This is an optimization exercise on Yosys and OpenROAD, whose aim is small area, a short achievable clock period and few clock cycles, not a production implementation. RTL that was checked went through simulation tests only; none was proved equivalent to the original. No functional check of the RTL was part of run 1.

==> flow/design.v (outline; a module is shown in full before it is edited, if it fits) <==
// module matrix_seq: 114 lines
// module mac_lane: 65 lines
// module mac_ylane: 53 lines
// module booth_enc17: 34 lines
// module booth_enc16: 31 lines
// module wino_lane_tree: 1663 lines
// module wino_y_tree: 1399 lines
// module result_drain: 62 lines
// module matrix_mac_top: 78 lines
module matrix_mac_top (
        input  logic                        clk,
        input  logic                        rst,
        input  logic                        trg,
        input  logic [COL_W-1:0]            num_cols,
        input  logic [BEAT_W-1:0]           num_beats,
        input  logic [NUM_LANES*WORD_W-1:0] adc_rdat,
        input  logic [WORD_W-1:0]           coe_rdat,
        input  logic                        res_credit,
        output logic [BEAT_W-1:0]           adc_adr,
        output logic [COE_ADR_W-1:0]        coe_adr,
        output logic                        busy,
        output logic                        res_valid,
        output logic [LANE_W-1:0]           res_lane,
        output logic [ACC_W-1:0]            res_dat
);
  // ...
==> flow/flow/run.sh <==
#!/bin/bash
# Layout flow: the standard ORFS flow, with the synthesis script changed so that
# Yosys's generic "synth -run fine:" step skips its quick ABC pass (-noabc). That pass
# scrambles the polarity of the carry-save adder trees, which extract_fa then maps with
# extra inverters. Registers and everything after synthesis are as in the standard flow.
# Extra ORFS variables for the layout steps are read from flow/extra_vars.txt.
set -euo pipefail
D=$(pwd)
mkdir -p "$D/mylogs"
sed -e 's/synth -top \$::env(DESIGN_NAME) -run fine: {\*}\$synth_full_args/synth -top $::env(DESIGN_NAME) -run fine: -noabc {*}$synth_full_args/' \
    "$FLOW_HOME/scripts/synth.tcl" > "$D/synth_noabc.tcl"
grep -q 'run fine: -noabc' "$D/synth_noabc.tcl"
sed -e "s#source \$::env(SCRIPTS_DIR)/synth.tcl#source $D/synth_noabc.tcl#" synth_recipe.tcl > "$D/my_synth.tcl"
grep -q "synth_noabc.tcl" "$D/my_synth.tcl"
EXTRA=""
if [[ -f flow/extra_vars.txt ]]; then EXTRA=$(grep -v '^#' flow/extra_vars.txt | tr '\n' ' '); fi
sed -e "s#SYNTH_SCRIPT=[^ ]*#SYNTH_SCRIPT=$D/my_synth.tcl $EXTRA#" standard.sh > "$D/my_standard.sh"
bash "$D/my_standard.sh" > "$D/mylogs/flow_make.log" 2>&1
==> flow/flow/extra_vars.txt <==
SETUP_SLACK_MARGIN=6.0
==> flow/standard.sh <==
#!/bin/bash
# synth_recipe.tcl (not shown) runs the flow's synth.tcl, then flattens the netlist and writes it again
# the make line also repeats each setting of config.mk as NAME=value (left out here)
make -C /OpenROAD-flow-scripts/flow DESIGN_CONFIG=/design/flow/config.mk WORK_HOME=/design/flow/orfs CLKGATE_MAP_FILE= SYNTH_SCRIPT=/design/flow/synth_recipe.tcl "${@:-finish}"
==> flow/config.mk <==
export PLATFORM = sky130hd
export DESIGN_NAME = matrix_mac_top
export DESIGN_NICKNAME = matrix_mac_top
export VERILOG_FILES = /design/flow/design.v
export SDC_FILE = /design/flow/constraint.sdc
export NUM_CORES = 4
export LEC_CHECK = 0
export ABC_CLOCK_PERIOD_IN_PS = 4000
export CAP_MARGIN = 20
export CORE_MARGIN = 2
export CORE_UTILIZATION = 40
export SETUP_SLACK_MARGIN = 5
export SLEW_MARGIN = 20
==> flow/constraint.sdc <==
create_clock -name core_clock -period 10.0 [get_ports {clk}]
set_input_delay 2.0000 -clock core_clock [delete_from_list [all_inputs] [get_ports {clk}]]
set_output_delay 2.0000 -clock core_clock [all_outputs]
set_load 0.01 [all_outputs]
==> results by group, run 1 <==
Placement
  • RD Place Congestion: 0.995
  • Port Buffers: roughly 400
  • Pre-CTS WS: 3700 ps

Yosys
  • Yosys top cell area share: 0.247
  • FF+latch count, synth: 1398
  • Avg Inst Size Synth: 10.8 sq um
  • Mux cell area share after synthesis: 0.00465
  • Number of synthesized flops with an enable pin: 542
  • Synth unique cells: 94
  • Cell taking the most area after synthesis: fa_1

Worst setup path
  • Crit start category: input pin
  • Critical Path Stages: 14
  • CP peak stage delay: just over 600 ps
  • Critical Path Slowest Stage Cell: clkdlybuf4s50_1

Status
  • Status: no timing/DRC/antenna violations

CTS
  • H-tree depth: 4
  • Clock latency on the worst-skew pair: 870 ps

STA
  • Slew Limit Headroom: 0.131
  • Period utilization: 0.491

Finish
  • Nonclk inv count: 451
  • Repair and plain buffers: 650

Routing
  • Vias per cell: between 6 and 7
  • Drt pass-1 iters: 13
  • Met3 wire len: between 60000 and 70000 um
  • Top routing layer used: met5
  • Post-route ant nets: 0

Global routing
  • GRT Resource Usage Total: 0.303
  • Met2 usage: 0.433

Floorplanning
  • Initial core utilization: 0.401
==> module matrix_seq, before the edit <==
module matrix_seq (
        input  logic                 clk,
        input  logic                 rst,
        input  logic                 trg,
        input  logic [COL_W-1:0]     num_cols,   
        input  logic [BEAT_W-1:0]    num_beats,  
        input  logic                 flush,
        output logic [BEAT_W-1:0]    adc_adr,
        output logic [COE_ADR_W-1:0] coe_adr,
        output logic                 busy,
        output logic                 s1_pre,     
        output logic                 t3_v,
        output logic                 t3_first,
        output logic                 t3_last,
        output logic                 t3_pre
);
        logic              busy_r;
        logic              rd_r;
        logic              pre_r;
        logic [COL_W-1:0]  col_r;
        logic [BEAT_W-1:0] beat_r;
        logic [2:0]        cnt_r;
        logic [COL_W-1:0]  cols_hld;
        logic [BEAT_W-1:0] beats_hld;
        logic t0_v, t0_first, t0_last, t0_pre;
        logic t1_v, t1_first, t1_last, t1_pre;
        logic t2_v, t2_first, t2_last, t2_pre;
        logic go;
        logic last_beat;
        logic job_end;
        assign t0_v     = rd_r || (!busy_r && trg);
        assign t0_pre   = busy_r ? pre_r : 1'b1;
        assign t0_first = (beat_r == '0);
        assign t0_last  = busy_r ? (beat_r == beats_hld) : (num_beats == '0);
        assign last_beat = (beat_r == beats_hld);
        assign job_end   = !pre_r && (col_r == cols_hld);
        assign go        = (cnt_r >= 3'd3) && !flush;
        always_ff @(posedge clk) begin
                if (rst) begin
                        busy_r    <= 1'b0;
                        rd_r      <= 1'b0;
                        pre_r     <= 1'b0;
                        col_r     <= '0;
                        beat_r    <= '0;
                        cnt_r     <= '0;
                        cols_hld  <= '0;
                        beats_hld <= '0;
                end else if (!busy_r) begin
                        if (trg) begin
                                busy_r    <= 1'b1;
                                cols_hld  <= num_cols;
                                beats_hld <= num_beats;
                                pre_r     <= 1'b1;
                                col_r     <= '0;
                                cnt_r     <= 3'd1;
                                rd_r      <= (num_beats != '0);
                                beat_r    <= (num_beats != '0) ? BEAT_W'(1) : '0;
                        end
                end else if (flush) begin
                        rd_r   <= 1'b1;
                        beat_r <= '0;
                        cnt_r  <= '0;
                end else if (rd_r && !last_beat) begin
                        beat_r <= beat_r + 1'b1;
                        if (cnt_r != 3'd7)
                                cnt_r <= cnt_r + 1'b1;
                end else begin
                        beat_r <= '0;
                        if (go) begin
                                if (job_end) begin
                                        busy_r <= 1'b0;
                                        rd_r   <= 1'b0;
                                        col_r  <= '0;
                                        pre_r  <= 1'b0;
                                end else begin
                                        rd_r  <= 1'b1;
                                        cnt_r <= '0;
                                        pre_r <= 1'b0;
                                        col_r <= pre_r ? '0 : col_r + 1'b1;
                                end
                        end else begin
                                rd_r <= 1'b0;
                                if (cnt_r != 3'd7)
                                        cnt_r <= cnt_r + 1'b1;
                        end
                end
        end
        always_ff @(posedge clk) begin
                if (rst) begin
                        t1_v <= 1'b0;
                        t2_v <= 1'b0;
                        t3_v <= 1'b0;
                end else begin
                        t1_v <= t0_v && !flush;
                        t2_v <= t1_v && !flush;
                        t3_v <= t2_v && !flush;
                end
        end
        always_ff @(posedge clk) begin
                t1_first <= t0_first;
                t1_last  <= t0_last;
                t1_pre   <= t0_pre;
                t2_first <= t1_first;
                t2_last  <= t1_last;
                t2_pre   <= t1_pre;
                t3_first <= t2_first;
                t3_last  <= t2_last;
                t3_pre   <= t2_pre;
        end
        assign s1_pre  = t1_pre;
        assign adc_adr = beat_r;
        assign coe_adr = {col_r, beat_r};
        assign busy    = busy_r;
endmodule
==> module mac_lane, before the edit <==
module mac_lane (
        input  logic              clk,
        input  logic [WORD_W-1:0] adc_word,
        input  logic [WORD_W-1:0] coe_word,   
        input  logic              acc_en,     
        input  logic              first,
        input  logic              pre,
        input  logic              x_ld,       
        output logic [ACC_W-1:0]  acc
);
        logic [16:0]        ub, ud;
        logic [8:0]         ub_one, ub_two, ub_neg, ud_one, ud_two, ud_neg;
        logic [16:0]        ua_r, uc_r;
        logic [8:0]         ub_one_r, ub_two_r, ub_neg_r, ud_one_r, ud_two_r, ud_neg_r;
        logic [ACC_W-1:0]   ts, tc;
        logic [ACC_W-1:0]   s_r, c_r;
        logic [CORR_W-1:0]  x_r;
        logic [ACC_W-1:0]   base;
        logic [ACC_W-1:0]   cs_s, cs_c;
        logic [ACC_W-1:0]   acc_nx;
        assign ub = {adc_word[31], adc_word[31:16]} + {coe_word[15], coe_word[15:0]};
        assign ud = {adc_word[63], adc_word[63:48]} + {coe_word[47], coe_word[47:32]};
        booth_enc17 i_enc_b (.b(ub), .one(ub_one), .two(ub_two), .neg(ub_neg));
        booth_enc17 i_enc_d (.b(ud), .one(ud_one), .two(ud_two), .neg(ud_neg));
        always_ff @(posedge clk) begin
                ua_r     <= {adc_word[15], adc_word[15:0]} + {coe_word[31], coe_word[31:16]};
                uc_r     <= {adc_word[47], adc_word[47:32]} + {coe_word[63], coe_word[63:48]};
                ub_one_r <= ub_one;
                ub_two_r <= ub_two;
                ub_neg_r <= ub_neg;
                ud_one_r <= ud_one;
                ud_two_r <= ud_two;
                ud_neg_r <= ud_neg;
        end
        wino_lane_tree i_tree (
                .ua     (ua_r),
                .uc     (uc_r),
                .ub_one (ub_one_r),
                .ub_two (ub_two_r),
                .ub_neg (ub_neg_r),
                .ud_one (ud_one_r),
                .ud_two (ud_two_r),
                .ud_neg (ud_neg_r),
                .s      (ts),
                .c      (tc)
        );
        always_ff @(posedge clk) begin
                s_r <= ts;
                c_r <= tc;
        end
        assign base = first ? (pre ? '0 : ~{{(ACC_W-CORR_W){x_r[CORR_W-1]}}, x_r}) : acc;
        always_comb begin
                cs_s = base ^ s_r ^ c_r;
                cs_c = {(base[ACC_W-2:0] & s_r[ACC_W-2:0]) |
                        (base[ACC_W-2:0] & c_r[ACC_W-2:0]) |
                        (s_r[ACC_W-2:0] & c_r[ACC_W-2:0]), first & !pre};
        end
        assign acc_nx = cs_s + cs_c;
        always_ff @(posedge clk) begin
                if (acc_en)
                        acc <= acc_nx;
                if (x_ld)
                        x_r <= acc_nx[CORR_W-1:0];
        end
endmodule
==> module mac_ylane, before the edit <==
module mac_ylane (
        input  logic              clk,
        input  logic [WORD_W-1:0] coe_word,
        input  logic              acc_en,
        input  logic              first,
        output logic [CORR_W-1:0] acc
);
        logic [7:0]        yb_one, yb_two, yb_neg, yd_one, yd_two, yd_neg;
        logic [15:0]       ya_r, yc_r;
        logic [7:0]        yb_one_r, yb_two_r, yb_neg_r, yd_one_r, yd_two_r, yd_neg_r;
        logic [CORR_W-1:0] ts, tc;
        logic [CORR_W-1:0] s_r, c_r;
        logic [CORR_W-1:0] base;
        logic [CORR_W-1:0] cs_s, cs_c;
        booth_enc16 i_enc_b (.b(coe_word[15:0]),  .one(yb_one), .two(yb_two), .neg(yb_neg));
        booth_enc16 i_enc_d (.b(coe_word[47:32]), .one(yd_one), .two(yd_two), .neg(yd_neg));
        always_ff @(posedge clk) begin
                ya_r     <= coe_word[31:16];
                yc_r     <= coe_word[63:48];
                yb_one_r <= yb_one;
                yb_two_r <= yb_two;
                yb_neg_r <= yb_neg;
                yd_one_r <= yd_one;
                yd_two_r <= yd_two;
                yd_neg_r <= yd_neg;
        end
        wino_y_tree i_tree (
                .ya     (ya_r),
                .yc     (yc_r),
                .yb_one (yb_one_r),
                .yb_two (yb_two_r),
                .yb_neg (yb_neg_r),
                .yd_one (yd_one_r),
                .yd_two (yd_two_r),
                .yd_neg (yd_neg_r),
                .s      (ts),
                .c      (tc)
        );
        always_ff @(posedge clk) begin
                s_r <= ts;
                c_r <= tc;
        end
        assign base = first ? '0 : acc;
        always_comb begin
                cs_s = base ^ s_r ^ c_r;
                cs_c = {(base[CORR_W-2:0] & s_r[CORR_W-2:0]) |
                        (base[CORR_W-2:0] & c_r[CORR_W-2:0]) |
                        (s_r[CORR_W-2:0] & c_r[CORR_W-2:0]), 1'b0};
        end
        always_ff @(posedge clk)
                if (acc_en)
                        acc <= cs_s + cs_c;
endmodule
==> module result_drain, before the edit <==
module result_drain (
        input  logic                       clk,
        input  logic                       rst,
        input  logic                       t3_v,
        input  logic                       t3_last,
        input  logic                       t3_pre,
        input  logic [NUM_LANES*ACC_W-1:0] lane_acc,
        input  logic [CORR_W-1:0]          y_acc,
        input  logic                       res_credit,
        output logic                       flush,
        output logic                       acc_en,
        output logic                       res_valid,
        output logic [LANE_W-1:0]          res_lane,
        output logic [ACC_W-1:0]           res_dat
);
        logic [ACC_W-1:0]  grp [NUM_LANES];
        logic [CORR_W-1:0] grp_y;
        logic              grp_v;
        logic [LANE_W-1:0] lane_idx;
        logic [CRED_W-1:0] cred_cnt;
        logic              acc_full;
        logic              send;
        logic              grp_free;
        logic              xfer;
        assign send     = grp_v && (cred_cnt != '0);
        assign grp_free = !grp_v || (send && lane_idx == LANE_W'(NUM_LANES - 1));
        assign xfer     = acc_full && grp_free;
        assign flush    = acc_full && !grp_free && t3_v;
        assign acc_en   = t3_v && !flush;
        always_ff @(posedge clk) begin
                if (rst) begin
                        acc_full  <= 1'b0;
                        grp_v     <= 1'b0;
                        lane_idx  <= '0;
                        cred_cnt  <= CRED_W'(OUT_CREDITS);
                        res_valid <= 1'b0;
                end else begin
                        acc_full  <= (acc_full && !xfer) || (acc_en && t3_last && !t3_pre);
                        cred_cnt  <= cred_cnt + CRED_W'(res_credit) - CRED_W'(send);
                        res_valid <= send;
                        if (xfer) begin
                                grp_v    <= 1'b1;
                                lane_idx <= '0;
                        end else if (send) begin
                                lane_idx <= lane_idx + 1'b1;
                                if (lane_idx == LANE_W'(NUM_LANES - 1))
                                        grp_v <= 1'b0;
                        end
                end
        end
        always_ff @(posedge clk) begin
                if (xfer) begin
                        for (int i = 0; i < NUM_LANES; i++)
                                grp[i] <= lane_acc[i*ACC_W +: ACC_W];
                        grp_y <= y_acc;
                end
        end
        always_ff @(posedge clk) begin
                res_lane <= lane_idx;
                res_dat  <= grp[lane_idx] - {{(ACC_W-CORR_W){grp_y[CORR_W-1]}}, grp_y};
        end
endmodule
==> module matrix_mac_top, before the edit <==
module matrix_mac_top (
        input  logic                        clk,
        input  logic                        rst,
        input  logic                        trg,
        input  logic [COL_W-1:0]            num_cols,
        input  logic [BEAT_W-1:0]           num_beats,
        input  logic [NUM_LANES*WORD_W-1:0] adc_rdat,
        input  logic [WORD_W-1:0]           coe_rdat,
        input  logic                        res_credit,
        output logic [BEAT_W-1:0]           adc_adr,
        output logic [COE_ADR_W-1:0]        coe_adr,
        output logic                        busy,
        output logic                        res_valid,
        output logic [LANE_W-1:0]           res_lane,
        output logic [ACC_W-1:0]            res_dat
);
        logic                       flush;
        logic                       acc_en;
        logic                       s1_pre;
        logic                       t3_v;
        logic                       t3_first;
        logic                       t3_last;
        logic                       t3_pre;
        logic [WORD_W-1:0]          coe_m;
        logic [NUM_LANES*ACC_W-1:0] lane_acc;
        logic [CORR_W-1:0]          y_acc;
        matrix_seq i_matrix_seq (
                .clk       (clk),
                .rst       (rst),
                .trg       (trg),
                .num_cols  (num_cols),
                .num_beats (num_beats),
                .flush     (flush),
                .adc_adr   (adc_adr),
                .coe_adr   (coe_adr),
                .busy      (busy),
                .s1_pre    (s1_pre),
                .t3_v      (t3_v),
                .t3_first  (t3_first),
                .t3_last   (t3_last),
                .t3_pre    (t3_pre)
        );
        assign coe_m = s1_pre ? '0 : coe_rdat;
        for (genvar i = 0; i < NUM_LANES; i++) begin : g_lane
                mac_lane i_mac_lane (
                        .clk      (clk),
                        .adc_word (adc_rdat[i*WORD_W +: WORD_W]),
                        .coe_word (coe_m),
                        .acc_en   (acc_en),
                        .first    (t3_first),
                        .pre      (t3_pre),
                        .x_ld     (acc_en && t3_pre && t3_last),
                        .acc      (lane_acc[i*ACC_W +: ACC_W])
                );
        end
        mac_ylane i_mac_ylane (
                .clk      (clk),
                .coe_word (coe_rdat),
                .acc_en   (acc_en),
                .first    (t3_first),
                .acc      (y_acc)
        );
        result_drain i_result_drain (
                .clk        (clk),
                .rst        (rst),
                .t3_v       (t3_v),
                .t3_last    (t3_last),
                .t3_pre     (t3_pre),
                .lane_acc   (lane_acc),
                .y_acc      (y_acc),
                .res_credit (res_credit),
                .flush      (flush),
                .acc_en     (acc_en),
                .res_valid  (res_valid),
                .res_lane   (res_lane),
                .res_dat    (res_dat)
        );
endmodule
==> inputs of run 2 (changes only) <==
--- a/flow/design.v
+++ b/flow/design.v
@@ -29,7 +29,8 @@
         output logic                 t3_v,
         output logic                 t3_first,
         output logic                 t3_last,
-        output logic                 t3_pre
+        output logic                 t3_pre,
+        output logic                 t3_jl       
 );
         logic              busy_r;
         logic              rd_r;
@@ -39,9 +40,9 @@
         logic [2:0]        cnt_r;
         logic [COL_W-1:0]  cols_hld;
         logic [BEAT_W-1:0] beats_hld;
-        logic t0_v, t0_first, t0_last, t0_pre;
-        logic t1_v, t1_first, t1_last, t1_pre;
-        logic t2_v, t2_first, t2_last, t2_pre;
+        logic t0_v, t0_first, t0_last, t0_pre, t0_jl;
+        logic t1_v, t1_first, t1_last, t1_pre, t1_jl;
+        logic t2_v, t2_first, t2_last, t2_pre, t2_jl;
         logic go;
         logic last_beat;
         logic job_end;
@@ -49,6 +50,7 @@
         assign t0_pre   = busy_r ? pre_r : 1'b1;
         assign t0_first = (beat_r == '0);
         assign t0_last  = busy_r ? (beat_r == beats_hld) : (num_beats == '0);
+        assign t0_jl    = busy_r && job_end;
         assign last_beat = (beat_r == beats_hld);
         assign job_end   = !pre_r && (col_r == cols_hld);
         assign go        = (cnt_r >= 3'd3) && !flush;
@@ -123,6 +125,9 @@
                 t3_first <= t2_first;
                 t3_last  <= t2_last;
                 t3_pre   <= t2_pre;
+                t1_jl    <= t0_jl;
+                t2_jl    <= t1_jl;
+                t3_jl    <= t2_jl;
         end
         assign s1_pre  = t1_pre;
         assign adc_adr = beat_r;
@@ -135,10 +140,13 @@
         input  logic              clk,
         input  logic [WORD_W-1:0] adc_word,
         input  logic [WORD_W-1:0] coe_word,   
-        input  logic              acc_en,     
-        input  logic              first,
-        input  logic              pre,
-        input  logic              x_ld,       
+        input  logic              cin,        
+        input  logic              ld_nx,      
+        input  logic              ld_inv,     
+        input  logic              ld_init,    
+        input  logic              init_zero,  
+        input  logic              grp_now,    
+        output logic [ACC_W-1:0]  acc_out,    
         output logic [ACC_W-1:0]  acc
 );
         logic [16:0]        ub, ud;
@@ -148,7 +156,6 @@
         logic [ACC_W-1:0]   ts, tc;
         logic [ACC_W-1:0]   s_r, c_r;
         logic [CORR_W-1:0]  x_r;
-        logic [ACC_W-1:0]   base;
         logic [ACC_W-1:0]   cs_s, cs_c;
         logic [ACC_W-1:0]   acc_nx;
         assign ub = {adc_word[31], adc_word[31:16]} + {coe_word[15], coe_word[15:0]};
@@ -181,35 +188,41 @@
                 s_r <= ts;
                 c_r <= tc;
         end
-        assign base = first ? (pre ? '0 : ~{{(ACC_W-CORR_W){x_r[CORR_W-1]}}, x_r}) : acc;
         always_comb begin
-                cs_s = base ^ s_r ^ c_r;
-                cs_c = {(base[ACC_W-2:0] & s_r[ACC_W-2:0]) |
-                        (base[ACC_W-2:0] & c_r[ACC_W-2:0]) |
-                        (s_r[ACC_W-2:0] & c_r[ACC_W-2:0]), first & !pre};
+                cs_s = acc ^ s_r ^ c_r;
+                cs_c = {(acc[ACC_W-2:0] & s_r[ACC_W-2:0]) |
+                        (acc[ACC_W-2:0] & c_r[ACC_W-2:0]) |
+                        (s_r[ACC_W-2:0] & c_r[ACC_W-2:0]), cin};
         end
-        assign acc_nx = cs_s + cs_c;
+        assign acc_nx  = cs_s + cs_c;
+        assign acc_out = grp_now ? acc_nx : acc;
         always_ff @(posedge clk) begin
-                if (acc_en)
+                if (ld_inv)
+                        acc <= ~acc_nx;
+                else if (ld_init)
+                        acc <= init_zero ? '0 : ~{{(ACC_W-CORR_W){x_r[CORR_W-1]}}, x_r};
+                else if (ld_nx)
                         acc <= acc_nx;
-                if (x_ld)
+                if (ld_inv)
                         x_r <= acc_nx[CORR_W-1:0];
         end
 endmodule
 module mac_ylane (
         input  logic              clk,
         input  logic [WORD_W-1:0] coe_word,
-        input  logic              acc_en,
-        input  logic              first,
-        output logic [CORR_W-1:0] acc
+        input  logic              ld_nx,
+        input  logic              ld_zero,
+        input  logic              grp_now,
+        output logic [CORR_W-1:0] acc_out
 );
         logic [7:0]        yb_one, yb_two, yb_neg, yd_one, yd_two, yd_neg;
         logic [15:0]       ya_r, yc_r;
         logic [7:0]        yb_one_r, yb_two_r, yb_neg_r, yd_one_r, yd_two_r, yd_neg_r;
         logic [CORR_W-1:0] ts, tc;
         logic [CORR_W-1:0] s_r, c_r;
-        logic [CORR_W-1:0] base;
+        logic [CORR_W-1:0] acc;
         logic [CORR_W-1:0] cs_s, cs_c;
+        logic [CORR_W-1:0] acc_nx;
         booth_enc16 i_enc_b (.b(coe_word[15:0]),  .one(yb_one), .two(yb_two), .neg(yb_neg));
         booth_enc16 i_enc_d (.b(coe_word[47:32]), .one(yd_one), .two(yd_two), .neg(yd_neg));
         always_ff @(posedge clk) begin
@@ -238,16 +251,20 @@
                 s_r <= ts;
                 c_r <= tc;
         end
-        assign base = first ? '0 : acc;
         always_comb begin
-                cs_s = base ^ s_r ^ c_r;
-                cs_c = {(base[CORR_W-2:0] & s_r[CORR_W-2:0]) |
-                        (base[CORR_W-2:0] & c_r[CORR_W-2:0]) |
+                cs_s = acc ^ s_r ^ c_r;
+                cs_c = {(acc[CORR_W-2:0] & s_r[CORR_W-2:0]) |
+                        (acc[CORR_W-2:0] & c_r[CORR_W-2:0]) |
                         (s_r[CORR_W-2:0] & c_r[CORR_W-2:0]), 1'b0};
         end
-        always_ff @(posedge clk)
-                if (acc_en)
-                        acc <= cs_s + cs_c;
+        assign acc_nx  = cs_s + cs_c;
+        assign acc_out = grp_now ? acc_nx : acc;
+        always_ff @(posedge clk) begin
+                if (ld_zero)
+                        acc <= '0;
+                else if (ld_nx)
+                        acc <= acc_nx;
+        end
 endmodule
 module booth_enc17 (
   input  logic [16:0] b,
@@ -3384,11 +3401,18 @@
         input  logic                       t3_v,
         input  logic                       t3_last,
         input  logic                       t3_pre,
-        input  logic [NUM_LANES*ACC_W-1:0] lane_acc,
+        input  logic                       t3_jl,
+        input  logic [NUM_LANES*ACC_W-1:0] lane_acc,    
         input  logic [CORR_W-1:0]          y_acc,
         input  logic                       res_credit,
         output logic                       flush,
-        output logic                       acc_en,
+        output logic                       cin,
+        output logic                       ld_nx,
+        output logic                       ld_inv,
+        output logic                       ld_init,
+        output logic                       init_zero,
+        output logic                       y_zero,
+        output logic                       grp_now,
         output logic                       res_valid,
         output logic [LANE_W-1:0]          res_lane,
         output logic [ACC_W-1:0]           res_dat
@@ -3399,23 +3423,47 @@
         logic [LANE_W-1:0] lane_idx;
         logic [CRED_W-1:0] cred_cnt;
         logic              acc_full;
+        logic              pend_jl;
+        logic              acc_en;
+        logic              pre_done;
+        logic              col_done;
+        logic              xfer_late;
+        logic              xfer;
         logic              send;
         logic              grp_free;
-        logic              xfer;
-        assign send     = grp_v && (cred_cnt != '0);
-        assign grp_free = !grp_v || (send && lane_idx == LANE_W'(NUM_LANES - 1));
-        assign xfer     = acc_full && grp_free;
-        assign flush    = acc_full && !grp_free && t3_v;
-        assign acc_en   = t3_v && !flush;
+        assign send      = grp_v && (cred_cnt != '0);
+        assign grp_free  = !grp_v || (send && lane_idx == LANE_W'(NUM_LANES - 1));
+        assign flush     = t3_v && acc_full;
+        assign acc_en    = t3_v && !acc_full && !rst;
+        assign pre_done  = acc_en && t3_last && t3_pre;
+        assign col_done  = acc_en && t3_last && !t3_pre;
+        assign grp_now   = col_done && grp_free;
+        assign xfer_late = acc_full && grp_free;
+        assign xfer      = grp_now || xfer_late;
+        assign ld_inv    = pre_done;
+        assign ld_init   = xfer || rst;
+        assign init_zero = rst || (grp_now ? t3_jl : pend_jl);
+        assign ld_nx     = acc_en && !pre_done && !grp_now;
+        assign y_zero    = rst || pre_done || xfer;
         always_ff @(posedge clk) begin
                 if (rst) begin
                         acc_full  <= 1'b0;
+                        pend_jl   <= 1'b0;
+                        cin       <= 1'b0;
                         grp_v     <= 1'b0;
                         lane_idx  <= '0;
                         cred_cnt  <= CRED_W'(OUT_CREDITS);
                         res_valid <= 1'b0;
                 end else begin
-                        acc_full  <= (acc_full && !xfer) || (acc_en && t3_last && !t3_pre);
+                        acc_full  <= (acc_full || col_done) && !grp_free;
+                        if (col_done)
+                                pend_jl <= t3_jl;
+                        if (ld_inv)
+                                cin <= 1'b1;
+                        else if (ld_init)
+                                cin <= !init_zero;
+                        else if (ld_nx)
+                                cin <= 1'b0;
                         cred_cnt  <= cred_cnt + CRED_W'(res_credit) - CRED_W'(send);
                         res_valid <= send;
                         if (xfer) begin
@@ -3459,12 +3507,19 @@
         output logic [ACC_W-1:0]            res_dat
 );
         logic                       flush;
-        logic                       acc_en;
         logic                       s1_pre;
         logic                       t3_v;
         logic                       t3_first;
         logic                       t3_last;
         logic                       t3_pre;
+        logic                       t3_jl;
+        logic                       cin;
+        logic                       ld_nx;
+        logic                       ld_inv;
+        logic                       ld_init;
+        logic                       init_zero;
+        logic                       y_zero;
+        logic                       grp_now;
         logic [WORD_W-1:0]          coe_m;
         logic [NUM_LANES*ACC_W-1:0] lane_acc;
         logic [CORR_W-1:0]          y_acc;
@@ -3482,27 +3537,32 @@
                 .t3_v      (t3_v),
                 .t3_first  (t3_first),
                 .t3_last   (t3_last),
-                .t3_pre    (t3_pre)
+                .t3_pre    (t3_pre),
+                .t3_jl     (t3_jl)
         );
         assign coe_m = s1_pre ? '0 : coe_rdat;
         for (genvar i = 0; i < NUM_LANES; i++) begin : g_lane
                 mac_lane i_mac_lane (
-                        .clk      (clk),
-                        .adc_word (adc_rdat[i*WORD_W +: WORD_W]),
-                        .coe_word (coe_m),
-                        .acc_en   (acc_en),
-                        .first    (t3_first),
-                        .pre      (t3_pre),
-                        .x_ld     (acc_en && t3_pre && t3_last),
-                        .acc      (lane_acc[i*ACC_W +: ACC_W])
+                        .clk       (clk),
+                        .adc_word  (adc_rdat[i*WORD_W +: WORD_W]),
+                        .coe_word  (coe_m),
+                        .cin       (cin),
+                        .ld_nx     (ld_nx),
+                        .ld_inv    (ld_inv),
+                        .ld_init   (ld_init),
+                        .init_zero (init_zero),
+                        .grp_now   (grp_now),
+                        .acc_out   (lane_acc[i*ACC_W +: ACC_W]),
+                        .acc       ()
                 );
         end
         mac_ylane i_mac_ylane (
                 .clk      (clk),
                 .coe_word (coe_rdat),
-                .acc_en   (acc_en),
-                .first    (t3_first),
-                .acc      (y_acc)
+                .ld_nx    (ld_nx),
+                .ld_zero  (y_zero),
+                .grp_now  (grp_now),
+                .acc_out  (y_acc)
         );
         result_drain i_result_drain (
                 .clk        (clk),
@@ -3510,11 +3570,18 @@
                 .t3_v       (t3_v),
                 .t3_last    (t3_last),
                 .t3_pre     (t3_pre),
+                .t3_jl      (t3_jl),
                 .lane_acc   (lane_acc),
                 .y_acc      (y_acc),
                 .res_credit (res_credit),
                 .flush      (flush),
-                .acc_en     (acc_en),
+                .cin        (cin),
+                .ld_nx      (ld_nx),
+                .ld_inv     (ld_inv),
+                .ld_init    (ld_init),
+                .init_zero  (init_zero),
+                .y_zero     (y_zero),
+                .grp_now    (grp_now),
                 .res_valid  (res_valid),
                 .res_lane   (res_lane),
                 .res_dat    (res_dat)
--- a/flow/flow/run.sh
+++ b/flow/flow/run.sh
@@ -14,5 +14,7 @@
 grep -q "synth_noabc.tcl" "$D/my_synth.tcl"
 EXTRA=""
 if [[ -f flow/extra_vars.txt ]]; then EXTRA=$(grep -v '^#' flow/extra_vars.txt | tr '\n' ' '); fi
-sed -e "s#SYNTH_SCRIPT=[^ ]*#SYNTH_SCRIPT=$D/my_synth.tcl $EXTRA#" standard.sh > "$D/my_standard.sh"
+sed -e "s#SYNTH_SCRIPT=[^ ]*#SYNTH_SCRIPT=$D/my_synth.tcl#" \
+    -e "s#\"\${@:-finish}\"#$EXTRA \"\${@:-finish}\"#" standard.sh > "$D/my_standard.sh"
+grep -q "my_synth.tcl" "$D/my_standard.sh"
 bash "$D/my_standard.sh" > "$D/mylogs/flow_make.log" 2>&1
==> run 2 against run 1 <==
Effect of this change:
- still clean
- via count is 5.8% higher
- sequential cell count is 2 higher
- cell area is 11% higher
- clock skew is 4.3 ps higher
- count of clock-buffer cells in the layout is 14 lower
- worst setup slack better by 340 ps
- worst hold slack worse by 21 ps
- utilization is 3.8 points higher
==> results by group, run 2 <==
Hold path
  • WHS Path Cells: 0 (unchanged)
  • Worst min path class: reg -> reg (unchanged)

Worst setup path
  • Worst reg2reg startpoint: i_result_drain.lane_idx[0]$_SDFFE_PP0P_ (was i_matrix_seq.t3_first$_DFF_P_)
  • CP startpoint: i_result_drain.lane_idx[0]$_SDFFE_PP0P_ (was coe_rdat[3])
  • Critical Path RT: 10730 ps (was 10800 ps)
  • Setup CP Type: reg -> reg (was in -> reg)
  • Reg2Reg Depth: 18 (was 14)
  • Crit. End Element: flip-flop (unchanged)
  • Worst r2r dst: i_result_drain.res_dat[38]$_DFF_P_ (was g_lane[1].i_mac_lane.acc[37]$_DFFE_PP_)
  • Crit start category: flip-flop (was input pin)
  • Worst setup path end: i_result_drain.res_dat[38]$_DFF_P_ (was g_lane[0].i_mac_lane.ub_one_r[8]$_DFF_P_)
  • Critical path arrival: 5300 ps (was 5710 ps)
  • CP Max Fanout: 7 (unchanged)
  • R2r setup slk: 5430 ps (was 5140 ps)

Yosys
  • Synthesized cell area: 127000 sq um (was 124000 sq um)
  • Cell taking the most area after synthesis: fa_1 (unchanged)
  • Ys async rst share: 0 (unchanged)
  • Post-synth net total: 14829 (was 14041)
  • Syn. warnings: 5 (unchanged)
  • Post-synth top cells: xnor2_1, fa_1, a22oi_1 (unchanged)
  • Mapped Cells: 12227 (was 11438)
  • Number of synthesized flops with an enable pin: 505 (was 542)
  • Yosys top cell area share: 0.241 (was 0.247)
  • Most common cell in the netlist: xnor2_1 (unchanged)
  • Avg Inst Size Synth: 10.3 sq um (was 10.8 sq um)
  • Area contributors post-synth: fa_1, dfxtp_1, edfxtp_1, xnor2_1, a22oi_1 (unchanged)
  • Top_reg_cell synth: dfxtp_1 (unchanged)
  • FF+latch count, synth: 1400 (was 1398)
  • Register area share after synthesis: 0.261 (was 0.271)
  • Synth unique cells: 110 (was 94)

STA
  • Final setup fails: 0 (unchanged)
  • Tmin final: 4570 ps (was 4910 ps)
  • RSZ-0062 raised after global routing: yes (unchanged)
  • Period utilization: 0.457 (was 0.491)
  • Slew @ Worst Pin: 1170 ps (was 1300 ps)
  • Total Neg Setup Slack: 0 ps (unchanged)
  • Slew Limit Fails: 0 (unchanged)
  • Fin. Hold Viols: 0 (unchanged)
  • Layout Skew: 59.8 ps (was 55.6 ps)
  • Max Clk Rate: 0.219 GHz (was 0.204 GHz)
  • Slew Limit Headroom: 0.218 (was 0.131)

CTS
  • Clock Pin Slew Worst Setup and Hold Paths: 60 ps (about the same)
  • Clock Sinks: 1400 (was 1398)
  • TritonCTS Buffers: 166 (was 167)
  • CTS tree: done (unchanged)
  • Root Buffer: clkbuf_16 (unchanged)
  • Clock latency on the worst-skew pair: 870 ps (about the same)
  • H-tree depth: 4 (unchanged)
  • Maximum root-to-sink buffer count: 4 (unchanged)

Finish
  • Biggest regs: g_lane.i_mac_lane.acc (160), i_result_drain.grp (160), g_lane.i_mac_lane.x_r (148) (unchanged)
  • Area Growth Syn to Fin: 20.5% (was 11.2%)
  • Most frequent cells in the layout: xnor2_1, fa_1, a22oi_1, nand2_1, ha_1 (was xnor2_1, fa_1, a22oi_1, dfxtp_1, ha_1)
  • # fillers: 28602 (was 28444)
  • Share of layout cells above drive strength 1: 0.173 (was 0.0620)
  • Register area: 33900 sq um (was 33400 sq um)
  • NumNets Final: 15372 (was 13921)
  • Commonest non-fill, non-tap cell in the layout: xnor2_1 (unchanged)
  • Final Util: 0.484 (was 0.446)
  • Final instance area: 153000 sq um (was 137000 sq um)
  • Multi-input logic area: 91700 sq um (was 85200 sq um)

Routing
  • Met3 wire len: 55200 um (was 60000 um)
  • Vias per cell: 5.88 (was 6.08)
  • Final wirelength: 482000 um (was 486000 um)
  • Wire per inst: 28.2 um (was 31.1 um)
  • Remaining DRCs: 0 (unchanged)
  • WL met1: 192000 um (was 194000 um)
  • DRT iter0 DRCs: 12938 (was 11648)
  • Vias: 100507 (was 95034)
  • Met2 WL: 200000 um (was 201000 um)
  • Drt pass-1 iters: 10 (was 13)
  • Post-route ant nets: 0 (unchanged)
  • Top routing layer used: met5 (unchanged)

Run
  • Max cap viols: 0 (unchanged)

Placement
  • DP Area: 134000 sq um (was 131000 sq um)
  • Port Buffers: 391 (unchanged)
  • RD Place Congestion: 0.952 (was 0.995)
  • DP HPWL: 339000 um (was 355000 um)

Floorplanning
  • Die Area: 321000 sq um (was 313000 sq um)
  • Placeable core region: 315000 sq um (was 308000 sq um)
  • Die Span X: 566 um (was 560 um)
  • DIE HEIGHT: 566 um (was 560 um)
  • Io pins: 392 (unchanged)
  • FP Rows: 206 (was 204)
  • Initial core utilization: 0.402 (was 0.401)

Global routing
  • Total grt overflow: 0 (unchanged)
  • GRT Resource Usage Total: 0.288 (was 0.303)
  • First-pass GRT wire length: 682000 um (was 694000 um)
  • Initial antenna violation count: 61 (was 68)
  • Vias in the first global route: 96436 (was 97021)
  • Pin count of the biggest net entering global routing: 77 (was 198)

Status
  • Status: no timing/DRC/antenna violations (unchanged)
run 2: through the flow:
step                cells  hold slack (ps)  worst slack, ps
floorplan           12227              310             2150
global placement    16012              313             3210
detailed placement  16012              312             3130
CTS                 16574              294             5580
global route        17076              315             5420
finish              17107              316             5430
run 2: cell families after synthesis:
logic type	share of synthesized area
AOI/OAI and AO/OA	0.158
adders and majority gates	0.315
and+or+nand+nor	0.0755
xor gates and xnor gates	0.138
buffers and inverters	0.0441
DFF	0.261
muxes	0.00829
run 2: repair_timing:
item | in CTS | in global routing
hold endpoints to repair | 0 | 0
pin swaps | 204 | 349
setup endpoints to repair | 1090 | 524
gates cloned | 18 | 12
buffers inserted | 243 | 477
resized for setup | 976 | 654
hold buffers | 0 | 0
run 2: worst max-delay path: stages (launching register included):
cell and delay (ps):
dfxtp_4 370, buf_6 120, ha_4 170, buf_12 140, buf_4 140, a222oi_1 710, mux2i_1 270, ha_2 440
buf_4 140, a21o_1 110, o22a_1 130, nand2_1 70, a21oi_2 220, o211ai_1 160, o21a_2 290, a21oi_4 190
nor4_2 60, o211ai_1 380, xor2_2 330
run 2: how the worst min path moves through the flow:
| stage | from | endpoint | slack, ps |
|---|---|---|---|
| after floorplan | i_matrix_seq.t1_jl$_DFF_P_ | i_matrix_seq.t2_jl$_DFF_P_ | 310 |
| after global placement | i_matrix_seq.t2_jl$_DFF_P_ | i_matrix_seq.t3_jl$_DFF_P_ | 310 |
| after detailed placement | i_matrix_seq.t2_jl$_DFF_P_ | i_matrix_seq.t3_jl$_DFF_P_ | 310 |
| after CTS | i_matrix_seq.t1_last$_DFF_P_ | i_matrix_seq.t2_last$_DFF_P_ | 290 |
| after global routing | i_matrix_seq.t1_last$_DFF_P_ | i_matrix_seq.t2_last$_DFF_P_ | 310 |
| final | i_matrix_seq.t1_last$_DFF_P_ | i_matrix_seq.t2_last$_DFF_P_ | 320 |
run 2: cell type report:
| class | count | area share |
|---|---|---|
| clock inverters | 82 | 0.00667 |
| diodes | 44 | 0.000722 |
| repair buffers | 1365 | 0.0917 |
| clock buffers | 219 | 0.0309 |
| well taps | 4160 | 0.0341 |
| flip-flops and latches | 1400 | 0.223 |
| inverters | 485 | 0.0120 |
| multi-input cells | 9352 | 0.601 |
run 2: routing by layer:
metal,track usage,vias up
li1,-,43396
met1,0.391,49612
met2,0.413,6241
met3,0.0726,1230
met4,0.173,28
met5,0.000595,-
Testbench counts of run 2, summed over its fixed seeds: cycles 38,803.
==> inputs of run 3 (changes only) <==
==> flow/flow/extra_vars.txt (replaced) <==
SETUP_SLACK_MARGIN=5.5
==> run 3 against run 2 <==
Effect of this change:
- critical endpoint unchanged
- worst hold slack lost 5.9 ps
- clock skew shrank 3.1 ps
- largest cell class unchanged
- first-iteration DRC count shrank 3.4%
- global-route usage shrank 0.48 points
- still clean
==> results by group, run 3 <==
Worst setup path
  • CP delay by family, top: compound AO/OA/AOI/OAI gates (unchanged)
  • CP Buf/Inv Count: 2 (was 4)
  • CP Max Fanout: 10 (was 7)
  • Critical Path RT: 10740 ps (was 10730 ps)
  • CP peak stage delay: 800 ps (was 710 ps)
  • Crit start category: flip-flop (unchanged)
  • Setup CP Type: reg -> reg (unchanged)
  • Critical path arrival: 5400 ps (was 5300 ps)
  • Critical-path cell list: inv_4 > ha_4 > buf_12 > a222oi_1 > mux2i_2 > ha_1 > nor2b_4 > o31a_1 > a21oi_2 > a21oi_2 > o211ai_1 > o21a_2 > a21oi_4 > nor4_2 > o211ai_1 > xor2_2 (was buf_6 > ha_4 > buf_12 > buf_4 > a222oi_1 > mux2i_1 > ha_2 > buf_4 > a21o_1 > o22a_1 > nand2_1 > a21oi_2 > o211ai_1 > o21a_2 > a21oi_4 > nor4_2 > o211ai_1 > xor2_2)
  • Critical Path Slowest Stage Cell: a222oi_1 (unchanged)
  • Crit. End Element: flip-flop (unchanged)

Yosys
  • Cell taking the most area after synthesis: fa_1 (unchanged)
  • Syn. warnings: 5 (unchanged)
  • Ys async rst share: 0 (unchanged)
  • Post-synth top cells: xnor2_1, fa_1, a22oi_1 (unchanged)
  • Register area share after synthesis: 0.261 (unchanged)
  • Synthesized cell area: 127000 sq um (unchanged)
  • Post-synth net total: 14829 (unchanged)
  • Most common cell in the netlist: xnor2_1 (unchanged)
  • Top_reg_cell synth: dfxtp_1 (unchanged)
  • Synth unique cells: 110 (unchanged)
  • Mapped Cells: 12227 (unchanged)
  • Number of synthesized flops with an enable pin: 505 (unchanged)
  • FF+latch count, synth: 1400 (unchanged)
  • Yosys top cell area share: 0.241 (unchanged)
  • Area contributors post-synth: fa_1, dfxtp_1, edfxtp_1, xnor2_1, a22oi_1 (unchanged)
  • Avg Inst Size Synth: 10.3 sq um (unchanged)

Finish
  • # fillers: 29549 (was 28602)
  • NumNets Final: 14754 (was 15372)
  • Area Growth Syn to Fin: 12.8% (was 20.5%)
  • Final instance area: 143000 sq um (was 153000 sq um)
  • Share of layout cells above drive strength 1: 0.0894 (was 0.173)
  • Most frequent cells in the layout: xnor2_1, fa_1, a22oi_1, nand2_1, ha_1 (unchanged)
  • Biggest regs: g_lane.i_mac_lane.acc (160), i_result_drain.grp (160), g_lane.i_mac_lane.x_r (148) (unchanged)
  • Commonest non-fill, non-tap cell in the layout: xnor2_1 (unchanged)

Placement
  • DP Area: 134000 sq um (unchanged)
  • Pre-CTS WS: 3130 ps (unchanged)
  • Port Buffers: 391 (unchanged)
  • RD Place Congestion: 0.952 (unchanged)
  • DP HPWL: 339000 um (unchanged)

CTS
  • TritonCTS Buffers: 166 (unchanged)
  • Clock latency on the worst-skew pair: 870 ps (about the same)
  • Clock Pin Slew Worst Setup and Hold Paths: 60 ps (about the same)
  • Maximum root-to-sink buffer count: 4 (unchanged)
  • CTS tree: done (unchanged)
  • H-tree depth: 4 (unchanged)
  • Root Buffer: clkbuf_16 (unchanged)
  • Clock Sinks: 1400 (unchanged)

Routing
  • Wire per inst: 28.2 um (about the same)
  • DRT iter0 DRCs: 12496 (was 12938)
  • Post-route ant nets: 0 (unchanged)
  • Remaining DRCs: 0 (unchanged)
  • Final wirelength: 466000 um (was 482000 um)
  • Drt pass-1 iters: 9 (was 10)
  • Vias per cell: 5.87 (was 5.88)
  • Vias: 96832 (was 100507)

Global routing
  • Vias in the first global route: 94501 (was 96436)
  • First-pass GRT wire length: 671000 um (was 682000 um)
  • Pin count of the biggest net entering global routing: 77 (unchanged)
  • Total grt overflow: 0 (unchanged)
  • Initial antenna violation count: 58 (was 61)
  • GRT Resource Usage Total: 0.283 (was 0.288)

Run
  • Max cap viols: 0 (unchanged)

Floorplanning
  • Die Area: 321000 sq um (unchanged)
  • DIE HEIGHT: 566 um (unchanged)
  • FP Rows: 206 (unchanged)
  • Io pins: 392 (unchanged)
  • Initial core utilization: 0.402 (unchanged)
  • Die Span X: 566 um (unchanged)
  • Placeable core region: 315000 sq um (unchanged)

STA
  • Final worst slack: 5340 ps (was 5430 ps)
  • Layout Skew: 56.8 ps (was 59.8 ps)
  • RSZ-0062 raised after global routing: yes (unchanged)
  • Slew Limit Headroom: 0.227 (was 0.218)
  • Final setup fails: 0 (unchanged)
  • Fin. Hold Viols: 0 (unchanged)
  • Slew @ Worst Pin: 1160 ps (was 1170 ps)
  • Tmin final: 4660 ps (was 4570 ps)
  • Total Neg Setup Slack: 0 ps (unchanged)
  • Slew Limit Fails: 0 (unchanged)
  • Period utilization: 0.466 (was 0.457)
  • Max Clk Rate: 0.214 GHz (was 0.219 GHz)

Status
  • Status: no timing/DRC/antenna violations (unchanged)

Hold path
  • Worst min path class: reg -> reg (unchanged)
## run 3: metrics by stage
| step | std cells | util | hold slack, ps |
|---|---|---|---|
| 6_report | 16490 | 0.453 | 310 |
| 5_1_grt | 16465 | 0.453 | 311 |
| 4_1_cts | 16400 | 0.449 | 294 |
| 3_5_place_dp | 16012 | 0.426 | 312 |
| 3_3_place_gp | 16012 | 0.426 | 313 |
| 2_1_floorplan | 12227 | - | 310 |
## run 3: layer usage
layer  vias to the layer above  track usage  routed length, um  part of all wire
li1                      42131            -                  -                 -
met1                     48007        0.388             190000              0.41
met2                      5569        0.407             193000              0.41
met3                      1093       0.0677              49900              0.11
met4                        32        0.164              32500             0.070
met5                         -     0.000595                227           0.00049
## run 3: cell type report
type / instances / area (sq um) / share of cell area
Clock inverter: 82 / 1020 / 0.00713
Multi-Input combinational cell: 9351 / 89100 / 0.624
Tap cell: 4160 / 5200 / 0.0365
Sequential cell: 1400 / 33300 / 0.233
Timing Repair Buffer: 748 / 7430 / 0.0521
Clock buffer: 219 / 4710 / 0.0330
Inverter: 485 / 1830 / 0.0128
Antenna cell: 45 / 113 / 0.000789
## run 3: timing repair
action / CTS / global route
setup buffers: 79 / 36
endpoints found under the setup margin: 774 / 407
cloned: 8 / 8
hold buffers: 0 / 0
pin swaps: 42 / 66
gates resized for setup: 176 / 228
## run 3: path summary, 6_finish.rpt
path | from | end | slack, ps | cells past startpoint
worst max-delay path | i_result_drain.lane_idx[0]$_SDFFE_PP0P_ | i_result_drain.res_dat[38]$_DFF_P_ | 5340 | 16
worst min-delay path | i_matrix_seq.t1_last$_DFF_P_ | i_matrix_seq.t2_last$_DFF_P_ | 310 | 0
worst max register to register | i_result_drain.lane_idx[0]$_SDFFE_PP0P_ | i_result_drain.res_dat[38]$_DFF_P_ | 5340 | 16
worst min register to register | i_matrix_seq.t1_last$_DFF_P_ | i_matrix_seq.t2_last$_DFF_P_ | 310 | 0
## run 3: cells by family (layout without fill, tap and decap cells)
group                      Yosys count  after routing  synth area share
xor gates and xnor gates          1986           1986             0.138
adders and majority gates         2268           2268             0.315
buffers and inverters             1481           1534            0.0441
other                                0             45                 0
muxes                              101            101           0.00829
AOI/OAI and AO/OA                 2855           2855             0.158
and+or+nand+nor                   2136           2141            0.0755
DFF                               1400           1400             0.261
## run 3: worst register-to-register path: stages, from the launching register on
cell and delay [ps]:
dfxtp_4 390, inv_4 60, ha_4 170, buf_12 140, a222oi_1 810, mux2i_2 280
ha_1 400, nor2b_4 140, o31a_1 290, a21oi_2 230, a21oi_2 140, o211ai_1 320
o21a_2 270, a21oi_4 90, nor4_2 280, o211ai_1 230, xor2_2 320

-- afterwards: timing with drivers on the ports --
The results above use ideal ports. As a check the final layouts listed here were re-extracted and re-timed, cells and wires unchanged. Step 1 (the two cells are an assumption about what drives the block):
set clk [get_ports {clk}]
set_driving_cell -lib_cell sky130_fd_sc_hd__clkbuf_16 $clk
set_driving_cell -lib_cell sky130_fd_sc_hd__buf_2 [delete_from_list [all_inputs] $clk]
Step 2 moves the port delays by t, midway between the first and last clock arrival at a register: inputs arrive t later, outputs are due t later. That takes back most of the time a late clock gives input paths. Three values: ideal ports, drivers, drivers and shift; two values: the first two.
run	shift t [ns]	setup slack, ns	worst setup path after step 2	worst slew at a driven data input, ns
run 1	0.938	5.090 / 5.138 / 4.221	input to register	0.13
run 2	0.938	5.432 / 5.432 / 4.629	input to register	0.13
run 3	0.941	5.335 / 5.335 / 4.620	input to register	0.12
After both steps every run listed still meets setup and hold. The setup slack of run 1, which loses most, moves by +0.048 ns with the drivers and by -0.869 ns with both steps.
